From an optimization exercise on the open Yosys and OpenROAD flow, aimed at small area and a short achievable clock period; shortcuts taken in it are not production practice.
Where RTL was checked, it was by simulation tests only, not by an equivalence proof against the original.
Only the layout flow was run in run 2; the RTL was not checked for function there.

## flow/design.v (module list and top-level ports; edited modules follow where they fit)
// module csa_fa: 10 lines
// module csa_ha: 9 lines
// module iq_upconverter: 1124 lines
module iq_upconverter (
  input  logic        clk,
  input  logic        rstn,
  input  logic        en,
  input  logic [11:0] i_data,
  input  logic [11:0] q_data,
  output logic        if_valid,
  output logic [11:0] if_data
);
  // ...
==> flow/flow/run.sh <==
#!/bin/bash
# Layout: the standard ORFS flow (standard.sh), with two changes:
#  - the port buffers are sky130_fd_sc_hd__buf_2 cells instead of the
#    resizer's default choice (a delay cell);
#  - the repair steps may resize a cell to any drive strength, not only to a
#    cell with the same footprint.
# The output of each tool goes to the ORFS logs under orfs/logs; make's own
# output goes to standard.log here.
set -euo pipefail
bash standard.sh MATCH_CELL_FOOTPRINT=0 \
  "BUFFER_PORTS_ARGS=-buffer_cell sky130_fd_sc_hd__buf_2" \
  finish > standard.log 2>&1
==> flow/standard.sh <==
#!/bin/bash
# synth_recipe.tcl (not shown) runs the flow's synth.tcl, then flattens the netlist and writes it again
# the make line also repeats each setting of config.mk as NAME=value (left out here)
make -C /OpenROAD-flow-scripts/flow DESIGN_CONFIG=/design/flow/config.mk WORK_HOME=/design/flow/orfs CLKGATE_MAP_FILE= SYNTH_SCRIPT=/design/flow/synth_recipe.tcl "${@:-finish}"
==> flow/config.mk <==
export PLATFORM = sky130hd
export DESIGN_NAME = iq_upconverter
export DESIGN_NICKNAME = iq_upconverter
export VERILOG_FILES = /design/flow/design.v
export SDC_FILE = /design/flow/constraint.sdc
export NUM_CORES = 4
export LEC_CHECK = 0
export CAP_MARGIN = 20
export CORE_MARGIN = 2
export CORE_UTILIZATION = 60
export SETUP_SLACK_MARGIN = 3.45
export SLEW_MARGIN = 20
export SYNTH_HIERARCHICAL = 1
==> flow/constraint.sdc <==
create_clock -name core_clock -period 6.0 [get_ports {clk}]
set_input_delay 1.2000 -clock core_clock [delete_from_list [all_inputs] [get_ports {clk}]]
set_output_delay 1.2000 -clock core_clock [all_outputs]
set_load 0.01 [all_outputs]
==> results.cfg, run 1 <==
[layout]
final_cell_mix = 158 x xnor2_1, 144 x dfxtp_1, 103 x fa_1
nNonClkBuffers = 70
seq_share_pct = 30.9
layoutNonFillerInstCount = 1240
multi_input_area_share_pct = 57.1

[setup_path]
end_kind = flop
crit_family = adder cells
crit_chain = clkbuf_4 > a22oi_1 > xnor2_1 > fa_1 > fa_1
crit_type = input pin to flop

[clock_tree]
ctsLongestPathBuffers = 2
cts.htree.levels = 4
hold_buffers = 0

[synth]
synth_warnings = 7
ys_ff_latch = 192

[min_path]
min_from = s1_0_0$_DFF_P_
whs_endpoint = s2_0_0$_DFF_P_

[timing]
finalWorstSetupSlack_ps = 3470
holdWs_ps = 333
period_share_pct = 42.2

[placed_design]
dp_slack_ps = 2580

[outcome]
status = finished clean

[detailed_routing]
dr.pass1.iters = 5
drtIter0Drc = 503
==> run 2, diff against run 1 <==
--- a/flow/design.v
+++ b/flow/design.v
@@ -566,34 +566,19 @@
   logic s1_20_0;
   logic s1_20_1;
   logic s1_20_2;
   logic s1_21_0;
   logic s1_21_1;
   logic s1_22_0;
   logic s1_22_1;
   logic s1_23_0;
-  logic s2_0_0;
-  logic s2_0_1;
-  logic s2_1_0;
-  logic s2_2_0;
-  logic s2_3_0;
-  logic s2_4_0;
-  logic s2_5_0;
-  logic s2_5_1;
-  logic s2_6_0;
-  logic s2_6_1;
-  logic s2_7_0;
-  logic s2_7_1;
-  logic s2_8_0;
-  logic s2_8_1;
-  logic s2_9_0;
-  logic s2_9_1;
   logic s2_10_0;
   logic s2_10_1;
+  logic s2_10_2;
   logic s2_11_0;
   logic s2_11_1;
   logic s2_12_0;
   logic s2_12_1;
   logic s2_13_0;
   logic s2_13_1;
   logic s2_14_0;
   logic s2_14_1;
@@ -990,16 +975,18 @@
   csa_ha u_ha135 (.a(fc121), .b(fs122), .s(hs135), .co(hc135));
   csa_fa u_fa136 (.a(fs112), .b(fc122), .c(fs123), .s(fs136), .co(fc136));
   csa_ha u_ha137 (.a(fc123), .b(fs124), .s(hs137), .co(hc137));
   csa_fa u_fa138 (.a(fs114), .b(fc124), .c(fs125), .s(fs138), .co(fc138));
   csa_ha u_ha139 (.a(fc125), .b(fs126), .s(hs139), .co(hc139));
   csa_fa u_fa140 (.a(fc115), .b(fs116), .c(fc126), .s(fs140), .co(fc140));
   csa_ha u_ha141 (.a(fc116), .b(fs117), .s(hs141), .co(hc141));
   csa_ha u_ha142 (.a(fc103), .b(fs104), .s(hs142), .co(hc142));
+  logic [10:0] lowsum;
+  assign lowsum = {1'b0, hs133, hs132, hs131, hs130, fc119, fs119, fs105, fs83, s1_1_0, s1_0_0} + {1'b0, hc132, hc131, hc130, hc129, hs129, 1'b0, 1'b0, 1'b0, 1'b0, s1_0_1};
   always_ff @(posedge clk) begin
     s1_0_0 <= pp1_0_0;
     s1_0_1 <= fs0;
     s1_1_0 <= fs51;
     s1_2_0 <= fc51;
     s1_2_1 <= fs1;
     s1_2_2 <= fs2;
     s1_3_0 <= fs52;
@@ -1083,34 +1070,19 @@
     s1_20_0 <= fc80;
     s1_20_1 <= fs81;
     s1_20_2 <= fs49;
     s1_21_0 <= fc81;
     s1_21_1 <= fs82;
     s1_22_0 <= fc82;
     s1_22_1 <= fs50;
     s1_23_0 <= fc50;
-    s2_0_0 <= s1_0_0;
-    s2_0_1 <= s1_0_1;
-    s2_1_0 <= s1_1_0;
-    s2_2_0 <= fs83;
-    s2_3_0 <= fs105;
-    s2_4_0 <= fs119;
-    s2_5_0 <= fc119;
-    s2_5_1 <= hs129;
-    s2_6_0 <= hs130;
-    s2_6_1 <= hc129;
-    s2_7_0 <= hs131;
-    s2_7_1 <= hc130;
-    s2_8_0 <= hs132;
-    s2_8_1 <= hc131;
-    s2_9_0 <= hs133;
-    s2_9_1 <= hc132;
     s2_10_0 <= fs120;
     s2_10_1 <= hc133;
+    s2_10_2 <= lowsum[10];
     s2_11_0 <= fs121;
     s2_11_1 <= hs134;
     s2_12_0 <= hs135;
     s2_12_1 <= hc134;
     s2_13_0 <= fs136;
     s2_13_1 <= hc135;
     s2_14_0 <= hs137;
     s2_14_1 <= fc136;
@@ -1128,18 +1100,18 @@
     s2_20_1 <= hs142;
     s2_21_0 <= fs118;
     s2_21_1 <= hc142;
     s2_22_0 <= fs128;
     s2_23_0 <= s1_23_0;
     s2_23_1 <= fc128;
   end
   logic [23:0] ra, rb;
-  assign ra = {s2_23_0, s2_22_0, s2_21_0, s2_20_0, s2_19_0, s2_18_0, s2_17_0, s2_16_0, s2_15_0, s2_14_0, s2_13_0, s2_12_0, s2_11_0, s2_10_0, s2_9_0, s2_8_0, s2_7_0, s2_6_0, s2_5_0, s2_4_0, s2_3_0, s2_2_0, s2_1_0, s2_0_0};
-  assign rb = {s2_23_1, 1'b0, s2_21_1, s2_20_1, s2_19_1, s2_18_1, s2_17_1, s2_16_1, s2_15_1, s2_14_1, s2_13_1, s2_12_1, s2_11_1, s2_10_1, s2_9_1, s2_8_1, s2_7_1, s2_6_1, s2_5_1, 1'b0, 1'b0, 1'b0, 1'b0, s2_0_1};
+  assign ra = {s2_23_0, s2_22_0, s2_21_0, s2_20_0, s2_19_0, s2_18_0, s2_17_0, s2_16_0, s2_15_0, s2_14_0, s2_13_0, s2_12_0, s2_11_0, s2_10_0, 1'b0, 1'b0, 1'b0, 1'b0, 1'b0, 1'b0, 1'b0, 1'b0, 1'b0, 1'b0};
+  assign rb = {s2_23_1, 1'b0, s2_21_1, s2_20_1, s2_19_1, s2_18_1, s2_17_1, s2_16_1, s2_15_1, s2_14_1, s2_13_1, s2_12_1, s2_11_1, s2_10_1, 1'b0, 1'b0, 1'b0, 1'b0, 1'b0, 1'b0, 1'b0, 1'b0, 1'b0, 1'b0};
   logic [23:0] fsum;
-  assign fsum = ra + rb;
+  assign fsum = {ra[23:10] + rb[23:10] + {13'd0, s2_10_2}, 10'd0};
   logic [12:0] hs;   
   assign hs = fsum[23:11];
   always_ff @(posedge clk) begin
     if_data <= (hs[12] == hs[11]) ? hs[11:0] : {hs[12], {11{~hs[12]}}};
   end
 endmodule
==> flow/flow/run.sh (replaced) <==
#!/bin/bash
# Layout: the standard ORFS flow (standard.sh), with two changes:
#  - the port buffers are sky130_fd_sc_hd__buf_4 cells instead of the
#    resizer's default choice (a delay cell);
#  - the repair steps may resize a cell to any drive strength, not only to a
#    cell with the same footprint.
# The output of each tool goes to the ORFS logs under orfs/logs; make's own
# output goes to standard.log here.
set -euo pipefail
bash standard.sh MATCH_CELL_FOOTPRINT=0 \
  "BUFFER_PORTS_ARGS=-buffer_cell sky130_fd_sc_hd__buf_4" \
  finish > standard.log 2>&1
==> flow/config.mk (replaced) <==
export PLATFORM = sky130hd
export DESIGN_NAME = iq_upconverter
export DESIGN_NICKNAME = iq_upconverter
export VERILOG_FILES = /design/flow/design.v
export SDC_FILE = /design/flow/constraint.sdc
export NUM_CORES = 4
export LEC_CHECK = 0
export CAP_MARGIN = 20
export CORE_MARGIN = 2
export CORE_UTILIZATION = 40
export CTS_BUF_LIST = sky130_fd_sc_hd__clkbuf_4 sky130_fd_sc_hd__clkbuf_8
export PLACE_DENSITY = 0.75
export SETUP_SLACK_MARGIN = 3.45
export SLEW_MARGIN = 20
export SYNTH_HIERARCHICAL = 1
==> run 2 against run 1 <==
Effect of this change: via count down 3.4%; die area rose by 44%; setup slack got worse by 76 ps; critical path depth is 6 higher; still clean; synthesized area down 2.8%; cell count is 7.0% higher; largest cell class unchanged; register-to-register slack lost 90 ps; clock skew grew 8.3 ps; sequential share of layout area decreased by 1.1 points.
==> results.cfg, run 2 <==
[synth]
synthArstFlopShare_pct = 25.4
synth_ff_type = dfxtp_1
yosysMostFrequentCell = xnor2_1
synth_warnings = 7
yosysTopAreaCell = dfxtp_1
postSynthAreaPerCell_um2 = 11.4
synth_area_mm2 = 0.0110
synth_common_cells = 169 x xnor2_1, 133 x a22oi_1, 132 x dfxtp_1
synth_cells = 970
yosysUniqueCellTypes = 56
yosysSeqAreaShare_pct = 34.3
ys_ff_latch = 177
synth_area_leaders = dfxtp_1 24%, fa_1 23%, xnor2_1 13%
syn_nets = 1160
synth_top_area_share_pct = 24.0
synth_edf_count = 0

[layout]
drive_gt1_share_pct = 26.9
num_antenna_cells = 0
area_delta_synth_final_pct = 15.4
mostFrequentLayoutCell = xnor2_1
largest_register_ffs = 12
final_cell_mix = 165 x xnor2_1, 128 x dfxtp_1, 101 x fa_1
largest-register = if_data
nNetsFinal = 1163
finalInstanceArea_mm2 = 0.0127

[timing]
fmax_ghz = 0.383
setup_tns_ps = 0
setup_violations = 0
rsz0062_at_grt = yes
finClkSkew_ps = 20.6
worstMarginPinSlew_ps = 912
slew_violations = 0
period_share_pct = 43.5
hold_viol_final = 0
period_minus_slack_ps = 2610
relSlewSlack_pct = 39.2

[setup_path]
cp-endpoint = if_data[7]$_DFF_P_
r2r_start = s2_10_1$_DFF_P_
worst_ep_arrival_time_ps = 3010
end_kind = flop
max_stage_delay_ps = 360
crit_chain = ha_4 > a21o_1 > fa_2 > a211oi_2 > nor2_2 > a41oi_2 > o31ai_2 > a21oi_2 > buf_4 > xnor2_4 > maj3_2
cp_data_required_time_ps = 6400
critPathMaxFanout = 6
worst_path_max_delay_cell = fa_2
ff2ff_setup_slack_ps = 3390
r2r-end = if_data[7]$_DFF_P_
cp-startpoint = s2_10_1$_DFF_P_
crit_type = flop to flop
r2r_cells = 11
critPathLaunchType = flop

[detailed_routing]
drtAntennaViolNets = 0
via_per_inst = 5.55
wl_um = 26700
via_count = 7369
wire_per_inst_um = 20.1
drtIter0Drc = 512
drc_errors = 0
dr.pass1.iters = 7

[floorplan]
die_area_mm2 = 0.0289
pin_count = 40
start_util_pct = 40.8
fp.dieW_um = 170
rows = 60
die_h_um = 170
core_region_area_mm2 = 0.0270

[placed_design]
dp_hpwl_um = 19000
dpl-instance-area_mm2 = 0.0118
numPortBuffers = 39
gp_congestion = 0.920

[clock_tree]
ctsLongestPathBuffers = 2
cts_sinks = 177
cts_buffers = 17
cts.htree.levels = 4
cts_tree = done
root_buffer = clkbuf_8
hold_buffers = 0
clk_pin_slew_worst_paths_ps = 110
clk_latency_ps = 490

[flow_run]
maxCapViolCount = 0

[min_path]
hold_path_class = flop to flop
min_from = s1_23_0$_DFF_P_

[grt]
grt_pass1_wl_um = 42600
track_usage_pct = 19.3
grt_pass1_vias = 7595
antenna_found_initial = 0
grt_max_degree = 46
gr-total-overflow = 0

[outcome]
status = finished clean
run 2: cell count changes after synthesis, moves of 3 or more:
cell      change
a31oi_1       -3
maj3_1       +11
o21a_1        -3
nor3_1        -4
a21o_1        -5
xnor2_1       +5
o21ai_0       -4
clkbuf_1      +6
o21ai_1       +4
dfxtp_1      -15
run 2: worst max-delay path, delay by kind of cell (launching register included):
kind | cells | cell delay (ps)
buf+inv | 1 | 160
xor+xnor | 1 | 100
compound gates | 5 | 920
fa+ha+maj | 3 | 920
flops | 1 | 340
simple gates | 1 | 90
run 2: through the flow:
step	std cells	worst slack, ps	util (%)	hold WS [ps]
2_1_floorplan	970	3310	-	310
3_3_place_gp	1262	2840	43.6	311
3_5_place_dp	1262	2760	43.6	325
4_1_cts	1314	3400	46.2	350
5_1_grt	1327	3310	47.1	359
6_report	1327	3390	47.1	345
run 2: timing repair:
action                                 in CTS  in global routing
endpoints found under the hold margin       0                  0
resized for setup                          33                 31
pin swaps                                  15                 25
setup endpoints to repair                  48                 41
cloned                                      2                  1
setup buffers                              18                 12
run 2: worst min-delay path by stage:
| stage | endpoint | slack, ps | cells past startpoint |
|---|---|---|---|
| after floorplan | s2_23_0$_DFF_P_ | 310 | 0 |
| after global placement | s2_23_0$_DFF_P_ | 310 | 0 |
| after detailed placement | s2_23_0$_DFF_P_ | 330 | 0 |
| after CTS | s2_23_0$_DFF_P_ | 350 | 0 |
| after global routing | s2_23_0$_DFF_P_ | 360 | 0 |
| final | s2_23_0$_DFF_P_ | 350 | 0 |
run 2: cell families after synthesis:
| group | Yosys count | synth area share (%) |
|---|---|---|
| and+or+nand+nor | 91 | 3.63 |
| xor gates and xnor gates | 188 | 15.0 |
| DFF | 177 | 34.3 |
| muxes | 5 | 0.488 |
| adders and majority gates | 175 | 28.2 |
| AOI/OAI and AO/OA | 220 | 14.2 |
| buffers and inverters | 114 | 4.18 |
run 2: metal layers:
metal	global-route usage [%]	wire length (um)
met3	3.63	1470
met1	26.7	12000
met5	0	0
met4	6.17	523
met2	30.6	12700
run 2: layout make-up:
class                      instances  area (um2)
clock buffer                      17         234
tap                              341         427
timing repair buffer              71         558
multi-input combinational        680        7410
clock inverter                    15         184
sequential                       177        3790
fill                            2382       14300
timing repair inverter             1        5.00
inverter                          25         113
run 2: Yosys stat by module (local to each module, per instance):
module | flops+latches | cells | copies in the design
csa_fa | 0 | 1 | 125
csa_ha | 0 | 1 | 11
iq_upconverter | 177 | 834 | 1

[what the ideal ports hide]
Ports are ideal in the flow. The routed layouts listed here were re-timed in OpenROAD.
Step 1, drivers: a clkbuf_16 drives clk and a buf_2 each remaining input, both assumed.
Step 2 times the ports against the registers' clock, not the clock port: input delays grow and output delays shrink by t, the midpoint of the rising clock arrivals with the driver on.
Three values: no drivers, after step 1, after step 2; two values: the first two.
| run | t, ns | slack for setup (ns) | hold WS [ns] |
|---|---|---|---|
| run 1 | 0.485 | 3.466 / 3.476 / 3.006 | 0.333 / 0.333 / 0.333 |
| run 2 | 0.527 | 3.391 / 3.391 / 3.006 | 0.345 / 0.345 / 0.345 |
After both steps setup and hold are still met in every run listed. The setup slack of run 1, which loses most, moves by +0.010 ns with the drivers and by -0.460 ns with both steps.
